This design comes from an exercise in tuning for small area and a short achievable clock period on the open sky130 flow, not from production work.

main:
Design xgmii_rx_top, start of the top module:
module xgmii_rx_top #(
    parameter int STAT_W = 32
) (
    input  logic              clk,
    input  logic              inv_aresetn,
    input  logic [63:0]       xgmii_d_i,
    input  logic [7:0]        xgmii_c_i,
    output logic [63:0]       tdata_o,
    output logic [7:0]        tkeep_o,
    output logic              tvalid_o,
    output logic              tlast_o,
    output logic              tuser_o,
    output logic [STAT_W-1:0] good_frames_o,
    output logic [STAT_W-1:0] bad_frames_o
);
Size: roughly 1200 cells after synthesis, about 250 flip-flops, about 13000 µm² of cells after synthesis.
clock: 9.0 ns
lec_check: 0
cap_margin: 20
core_margin: 2
core_utilization: 40
setup_slack_margin: 0.2
slew_margin: 20
buffer_ports_args: -buffer_cell sky130_fd_sc_hd__buf_2
dont_use_cells: sky130_fd_sc_hd__xor3_1 sky130_fd_sc_hd__xor3_2 sky130_fd_sc_hd__xor3_4 sky130_fd_sc_hd__xnor3_1 sky130_fd_sc_hd__xnor3_2 sky130_fd_sc_hd__xnor3_4
standard.sh (not shown) runs the stock make flow with config.mk's settings and CLKGATE_MAP_FILE= SYNTH_SCRIPT=/design/flow/synth_recipe.tcl, a recipe that flattens the netlist after the stock synthesis.
==> flow/flow/run.sh <==
#!/bin/bash
# Own layout flow: the standard ORFS flow (standard.sh), run in two
# parts with these changes:
# - plain sky130_fd_sc_hd__buf_2 cells as the port buffers;
# - extra don't-use cells (on top of the platform's list), which only steer
#   the choice of combinational cells; registers are unaffected:
#     synthesis: sky130_fd_sc_hd__xor3_1 sky130_fd_sc_hd__xor3_2 sky130_fd_sc_hd__xor3_4 sky130_fd_sc_hd__xnor3_1 sky130_fd_sc_hd__xnor3_2 sky130_fd_sc_hd__xnor3_4 sky130_fd_sc_hd__xnor2_2 sky130_fd_sc_hd__xnor2_4 sky130_fd_sc_hd__xor2_2 sky130_fd_sc_hd__xor2_4
#     placement to finish: sky130_fd_sc_hd__xor3_1 sky130_fd_sc_hd__xor3_2 sky130_fd_sc_hd__xor3_4 sky130_fd_sc_hd__xnor3_1 sky130_fd_sc_hd__xnor3_2 sky130_fd_sc_hd__xnor3_4
#   (synthesis maps the crc xor network to small two-input xor cells; the
#   later repair may still size a few of them up);
# - make settings: SETUP_SLACK_MARGIN=6.0 CTS_BUF_LIST=sky130_fd_sc_hd__clkbuf_16 CTS_CLUSTER_SIZE=25 CTS_CLUSTER_DIAMETER=100
#   SETUP_SLACK_MARGIN makes setup repair keep sizing and buffering until
#   paths are that far below the (unchanged) 9 ns clock period.
# Each part's full output goes to its own log in this folder.
set -euo pipefail
cd "$(dirname "$0")/.."
cp config.mk config.bench.mk
{
  echo "export BUFFER_PORTS_ARGS = -buffer_cell sky130_fd_sc_hd__buf_2"
  echo "export DONT_USE_CELLS = sky130_fd_sc_hd__xor3_1 sky130_fd_sc_hd__xor3_2 sky130_fd_sc_hd__xor3_4 sky130_fd_sc_hd__xnor3_1 sky130_fd_sc_hd__xnor3_2 sky130_fd_sc_hd__xnor3_4 sky130_fd_sc_hd__xnor2_2 sky130_fd_sc_hd__xnor2_4 sky130_fd_sc_hd__xor2_2 sky130_fd_sc_hd__xor2_4"
} > config.add.mk
cat config.bench.mk config.add.mk > config.mk
bash standard.sh SETUP_SLACK_MARGIN=6.0 CTS_BUF_LIST=sky130_fd_sc_hd__clkbuf_16 CTS_CLUSTER_SIZE=25 CTS_CLUSTER_DIAMETER=100 synth > standard_synth.log 2>&1
{
  echo "export BUFFER_PORTS_ARGS = -buffer_cell sky130_fd_sc_hd__buf_2"
  echo "export DONT_USE_CELLS = sky130_fd_sc_hd__xor3_1 sky130_fd_sc_hd__xor3_2 sky130_fd_sc_hd__xor3_4 sky130_fd_sc_hd__xnor3_1 sky130_fd_sc_hd__xnor3_2 sky130_fd_sc_hd__xnor3_4"
} > config.add.mk
cat config.bench.mk config.add.mk > config.mk
bash standard.sh SETUP_SLACK_MARGIN=6.0 CTS_BUF_LIST=sky130_fd_sc_hd__clkbuf_16 CTS_CLUSTER_SIZE=25 CTS_CLUSTER_DIAMETER=100 finish > standard.log 2>&1
main: PASS, flow complete, no timing, DRC or antenna violations
Setup changes, main to the feature branch
diff --git a/flow/flow/run.sh b/flow/flow/run.sh
--- a/flow/flow/run.sh
+++ b/flow/flow/run.sh
@@ -11 +11 @@
-# - make settings: SETUP_SLACK_MARGIN=6.0 CTS_BUF_LIST=sky130_fd_sc_hd__clkbuf_16 CTS_CLUSTER_SIZE=25 CTS_CLUSTER_DIAMETER=100
+# - make settings: SETUP_SLACK_MARGIN=6.1 CTS_BUF_LIST=sky130_fd_sc_hd__clkbuf_16 CTS_CLUSTER_SIZE=25 CTS_CLUSTER_DIAMETER=100
@@ -23 +23 @@
-bash standard.sh SETUP_SLACK_MARGIN=6.0 CTS_BUF_LIST=sky130_fd_sc_hd__clkbuf_16 CTS_CLUSTER_SIZE=25 CTS_CLUSTER_DIAMETER=100 synth > standard_synth.log 2>&1
+bash standard.sh SETUP_SLACK_MARGIN=6.1 CTS_BUF_LIST=sky130_fd_sc_hd__clkbuf_16 CTS_CLUSTER_SIZE=25 CTS_CLUSTER_DIAMETER=100 synth > standard_synth.log 2>&1
@@ -29 +29,2 @@
-bash standard.sh SETUP_SLACK_MARGIN=6.0 CTS_BUF_LIST=sky130_fd_sc_hd__clkbuf_16 CTS_CLUSTER_SIZE=25 CTS_CLUSTER_DIAMETER=100 finish > standard.log 2>&1
+bash standard.sh SETUP_SLACK_MARGIN=6.1 CTS_BUF_LIST=sky130_fd_sc_hd__clkbuf_16 CTS_CLUSTER_SIZE=25 CTS_CLUSTER_DIAMETER=100 finish > standard.log 2>&1
+cp config.bench.mk config.mk
diff --git a/flow/config.mk b/flow/config.mk
--- a/flow/config.mk
+++ b/flow/config.mk
@@ -13,2 +12,0 @@
-export BUFFER_PORTS_ARGS = -buffer_cell sky130_fd_sc_hd__buf_2
-export DONT_USE_CELLS = sky130_fd_sc_hd__xor3_1 sky130_fd_sc_hd__xor3_2 sky130_fd_sc_hd__xor3_4 sky130_fd_sc_hd__xnor3_1 sky130_fd_sc_hd__xnor3_2 sky130_fd_sc_hd__xnor3_4
==> run notes <==
Comparing main and the feature branch, the lower largest net degree at the start of global routing is on the feature branch. Going from main to the feature branch, the met3 track utilization from global routing was found to have gone down by 1.0 points. Delta (the feature branch minus main): design area grew by 58 µm², detailed-route vias per instance held steady, signed area change from the synthesized netlist to the final layout grew by 0.45 points. Endpoint of the most critical setup path = crc_q[6]: main; endpoint of the most critical setup path = tdata_o[16]: the feature branch. | fmax | the feature branch vs main | about 3.2% higher |.
No run of this note included a check of the RTL's function; only the layout flow was run.

port drivers added, routing unchanged:
How much do the figures lean on ideal ports? The routed layouts below were timed once more, with nothing changed but the port constraints. Step 1 sets driving cells, clkbuf_16 on the clock port and buf_2 on the other inputs (assumed; they add their load-dependent delay and slew). Step 2 also shifts input and output timing later by t, the mid clock arrival at the registers, as if the neighbouring blocks saw the same clock. Three values: no drivers, after step 1, after step 2; two values: the first two.
| run | t, ns | setup WS [ns] | hold WS [ns] | worst data-port slew with drivers (ns) |
|---|---|---|---|---|
| main | 0.536 | 5.959 / 5.959 / 5.563 | 0.387 / 0.387 / 0.387 | 0.06 |
| the feature branch | 0.542 | 6.055 / 6.003 / 5.683 | 0.399 / 0.399 / 0.399 | 0.06 |
After both steps every run listed still meets setup and hold. The setup slack of main, which loses most, moves by 0.000 ns with the drivers and by -0.396 ns with both steps.
